Background: an optimization exercise with open tools, aiming at a short achievable clock period. Do not read the settings as production practice.
At most, simulation tests tie the RTL to the original design; equivalence was not proved.
Power and IR drop assume default switching activity.

// cap_pipe_top
module cap_pipe_top (
    input  wire logic                CLK,
    input  wire logic                rst_n,
    input  wire logic                insn_valid,
    input  wire logic [31:0]         insn,
    output logic                     retire_valid,
    output logic [38:0]              retire    
);
    localparam int W     = 32;
    localparam int CAP_W = 32 + 1;
    logic is_addi, is_inc, is_sub, is_mov, is_clr, is_gt, legal;
    insn_decoder decoder_i (
        .insn    (insn),
        .is_addi (is_addi),
        .is_inc  (is_inc),
        .is_sub  (is_sub),
        .is_mov  (is_mov),
        .is_clr  (is_clr),
        .is_gt   (is_gt),
        .legal   (legal)
    );
    logic [5-1:0] rd, rs1, rs2;
    assign rd  = insn[11:7];
    assign rs1 = insn[19:15];
    assign rs2 = insn[24:20];
    logic                 s1_valid, s1_wr;
    logic [5-1:0] s1_rd;
    logic                 s2_valid, s2_wr;
    logic [5-1:0] s2_rd;
    logic [5-1:0] s3_wrd;
    logic a_f, a_r, a_w, a_g, b_f, b_r, b_w, b_g;
    logic m1a, m2a, m3a, m1b, m2b, m3b;
    logic use_b;
    logic fa, fb;
    assign m1a = s1_valid & s1_wr & (s1_rd == rs1);
    assign m2a = s2_valid & s2_wr & (s2_rd == rs1);
    assign m3a = (s3_wrd == rs1) & (rs1 != '0);
    assign m1b = s1_valid & s1_wr & (s1_rd == rs2);
    assign m2b = s2_valid & s2_wr & (s2_rd == rs2);
    assign m3b = (s3_wrd == rs2) & (rs2 != '0);
    assign use_b = is_inc | is_sub;
    assign a_f   = m1a;
    assign a_r   = ~m1a & m2a;
  ...
For scale: ~5,800 cells after synthesis, about 1,700 flip-flops, about 75 I/O pins, roughly 68,000 µm² of cells after synthesis.
clock: 6.0 ns
lec_check: 0
cap_margin: 20
core_margin: 2
core_utilization: 45
setup_slack_margin: 3.5
slew_margin: 20
tns_end_percent: 100
run.sh (not shown) runs the stock make flow with config.mk's settings and CLKGATE_MAP_FILE= SYNTH_SCRIPT=/design/flow/synth_recipe.tcl, a recipe that flattens the netlist after the stock synthesis.
The first run passed the timing, DRC and antenna checks.
==> next run, changes <==
- CORE_UTILIZATION: 45 -> 50
=>
- The changed run produced a clean layout
- sequential power is about the same
- utilization rose by 5.4 points
- final cell count fell by about 3%
- register-to-register slack is better by 0.04 ns
- worst hold slack is better by 0.012 ns
- final area fell by 0.76%
- fmax fell by about 0.65%
- routed wire length rose by about 0.33%
No run of this note included a check of the RTL's function; only the layout flow was run.

---

Another version of the RTL of cap_pipe_top (not shown whole).
For scale: about 1700 flip-flops, about 75 I/O pins.
Settings: LEC_CHECK=0, CAP_MARGIN=20, CORE_MARGIN=2, CORE_UTILIZATION=58, SETUP_SLACK_MARGIN=3.5, SLEW_MARGIN=20, TNS_END_PERCENT=100; clock period 6.0 ns.
Change:
==> flow/flow/run.sh (new file) <==
#!/bin/bash
set -euo pipefail
cd "$(dirname "$0")/.."
export BUFFER_PORTS_ARGS="-buffer_cell sky130_fd_sc_hd__buf_4"
bash standard.sh finish > standard_flow.log 2>&1
==> flow/standard.sh (new file) <==
#!/bin/bash
# synth_recipe.tcl (not shown) runs the flow's synth.tcl, then flattens the netlist and writes it again
# the make line also repeats each setting of config.mk as NAME=value (left out here)
make -C /OpenROAD-flow-scripts/flow DESIGN_CONFIG=/design/flow/config.mk WORK_HOME=/design/flow/orfs CLKGATE_MAP_FILE= SYNTH_SCRIPT=/design/flow/synth_recipe.tcl "${@:-finish}"
CORE_UTILIZATION = 55   (was 58)
removed: flow/run.sh
Result:
- wire length is higher by 1.1%
- clock skew goes up by 0.0050 ns
- via count hardly moves
- sequential cell count is unchanged
- die area came out higher by 5.4%
- critical path depth does not change
- cell area is about the same
- clock power rises by about 5%
Change:
==> flow/run.sh (new file) <==
#!/bin/bash
# synth_recipe.tcl (not shown) runs the flow's synth.tcl, then flattens the netlist and writes it again
# the make line also repeats each setting of config.mk as NAME=value (left out here)
make -C /OpenROAD-flow-scripts/flow DESIGN_CONFIG=/design/flow/config.mk WORK_HOME=/design/flow/orfs CLKGATE_MAP_FILE= SYNTH_SCRIPT=/design/flow/synth_recipe.tcl finish
removed: flow/flow/run.sh
removed: flow/standard.sh
=> Cell count climbs by 0.63%; power drops by 1.9%; first-iteration DRC count drops by 8.0%; core utilization climbs by 0.17 points; design area hardly moves.

---

Starting RTL as in the previous note.
==> flow/design.v (excerpt) <==
module cap_pipe_top (
    input  wire logic                CLK,
    input  wire logic                rst_n,
    input  wire logic                insn_valid,
    input  wire logic [31:0]         insn,
    output logic                     retire_valid,
    output logic [38:0]              retire    
);
clock: 6.0 ns
lec_check: 0
cap_margin: 20
core_margin: 2
core_utilization: 50
setup_slack_margin: 3.5
slew_margin: 20
tns_end_percent: 100
standard.sh (not shown) runs the stock make flow with config.mk's settings and CLKGATE_MAP_FILE= SYNTH_SCRIPT=/design/flow/synth_recipe.tcl, a recipe that flattens the netlist after the stock synthesis.
==> flow/flow/run.sh <==
#!/bin/bash
set -euo pipefail
cd "$(dirname "$0")/.."
export BUFFER_PORTS_ARGS="-buffer_cell sky130_fd_sc_hd__buf_4"
bash standard.sh finish > standard_flow.log 2>&1
Edit:
==> flow/run.sh (new file) <==
#!/bin/bash
# synth_recipe.tcl (not shown) runs the flow's synth.tcl, then flattens the netlist and writes it again
# the make line also repeats each setting of config.mk as NAME=value (left out here)
make -C /OpenROAD-flow-scripts/flow DESIGN_CONFIG=/design/flow/config.mk WORK_HOME=/design/flow/orfs CLKGATE_MAP_FILE= SYNTH_SCRIPT=/design/flow/synth_recipe.tcl finish
removed: flow/flow/run.sh
removed: flow/standard.sh
=> The new run completed without violations. Total power shrinks by about 1.1%. Worst setup slack gets better by 0.035 ns. Register-to-register slack barely changes.
Edit:
Settings changed: CORE_UTILIZATION 50 to 55, GPL_ROUTABILITY_DRIVEN set to 0.
=> The new run finished with timing, DRC and antenna clean. Total power fell by 0.70%. Wire length decreases by 1.0%. Sequential share of layout area went up by 0.50 points. Via count went up by 0.45%.

---

Another version of the RTL of cap_pipe_top (not shown whole).
Size in the first run: about 6900 cells after synthesis, ~1600 flip-flops, roughly 75 I/O pins, ~81000 um2 of cells after synthesis.
Settings: LEC_CHECK=0, ABC_CLOCK_PERIOD_IN_PS=2000, CAP_MARGIN=20, CORE_MARGIN=2, CORE_UTILIZATION=60, SETUP_SLACK_MARGIN=3.5, SLEW_MARGIN=20, TNS_END_PERCENT=100; clock period 6.0 ns.
run.sh (not shown) runs the stock make flow with config.mk's settings and CLKGATE_MAP_FILE= SYNTH_SCRIPT=/design/flow/synth_recipe.tcl, a recipe that flattens the netlist after the stock synthesis.
Stock flow here: none of the scripts above is used.
The first run passed the timing, DRC and antenna checks.
==> next run, changes <==
CORE_UTILIZATION = 40   (was 60)
The new run produced a clean layout.
Maximum frequency falls slightly.
Total power increases slightly.
Via count is lower slightly.
Cell area goes up slightly.
Sequential power hardly moves.
Critical path depth decreases by 3.
Wire length rises slightly.
Core utilization goes down by 22 points.

[what the ideal ports hide]
In the flow no input, the clock included, has a driving cell. The finished layouts below were timed again as built, in two steps. Step 1 assumes that a clkbuf_16 drives the clock port and a buf_2 every other input. Step 2 moves the port delays by t, midway between the first and last clock arrival at a register: inputs arrive t later, outputs are due t later. That takes back most of the time a late clock gives input paths. Slacks: ideal ports / drivers / drivers and shift; pairs: ideal ports / drivers.
| run | t (ns) | slack for setup (ns) | clock arrival spread, ns |
|---|---|---|---|
| the first run of note 1 | 0.915 | 3.369 / 3.356 / 2.534 | 0.051 / 0.050 |
| the second run of note 1 | 0.887 | 3.352 / 3.396 / 2.509 | 0.051 / 0.051 |
| the first run of note 2 | 0.871 | 3.392 / 3.392 / 2.638 | 0.037 / 0.037 |
| the second run of note 2 | 0.889 | 3.377 / 3.377 / 2.620 | 0.039 / 0.038 |
| the third run of note 2 | 0.887 | 3.461 / 3.417 / 2.607 | 0.029 / 0.029 |
| the first run of note 3 | 0.893 | 3.304 / 3.227 / 2.663 | 0.030 / 0.029 |
| the second run of note 3 | 0.887 | 3.339 / 3.259 / 2.645 | 0.027 / 0.027 |
| the third run of note 3 | 0.900 | 3.426 / 3.402 / 2.662 | 0.052 / 0.052 |
| the first run of note 4 | 0.872 | 3.308 / 3.308 / 2.677 | 0.026 / 0.026 |
| the second run of note 4 | 0.919 | 3.272 / 3.272 / 2.647 | 0.052 / 0.052 |
After both steps every run listed still meets setup and hold. For the third run of note 2, which loses most, drivers alone change the setup slack by -0.044 ns; drivers and shift together by -0.854 ns.
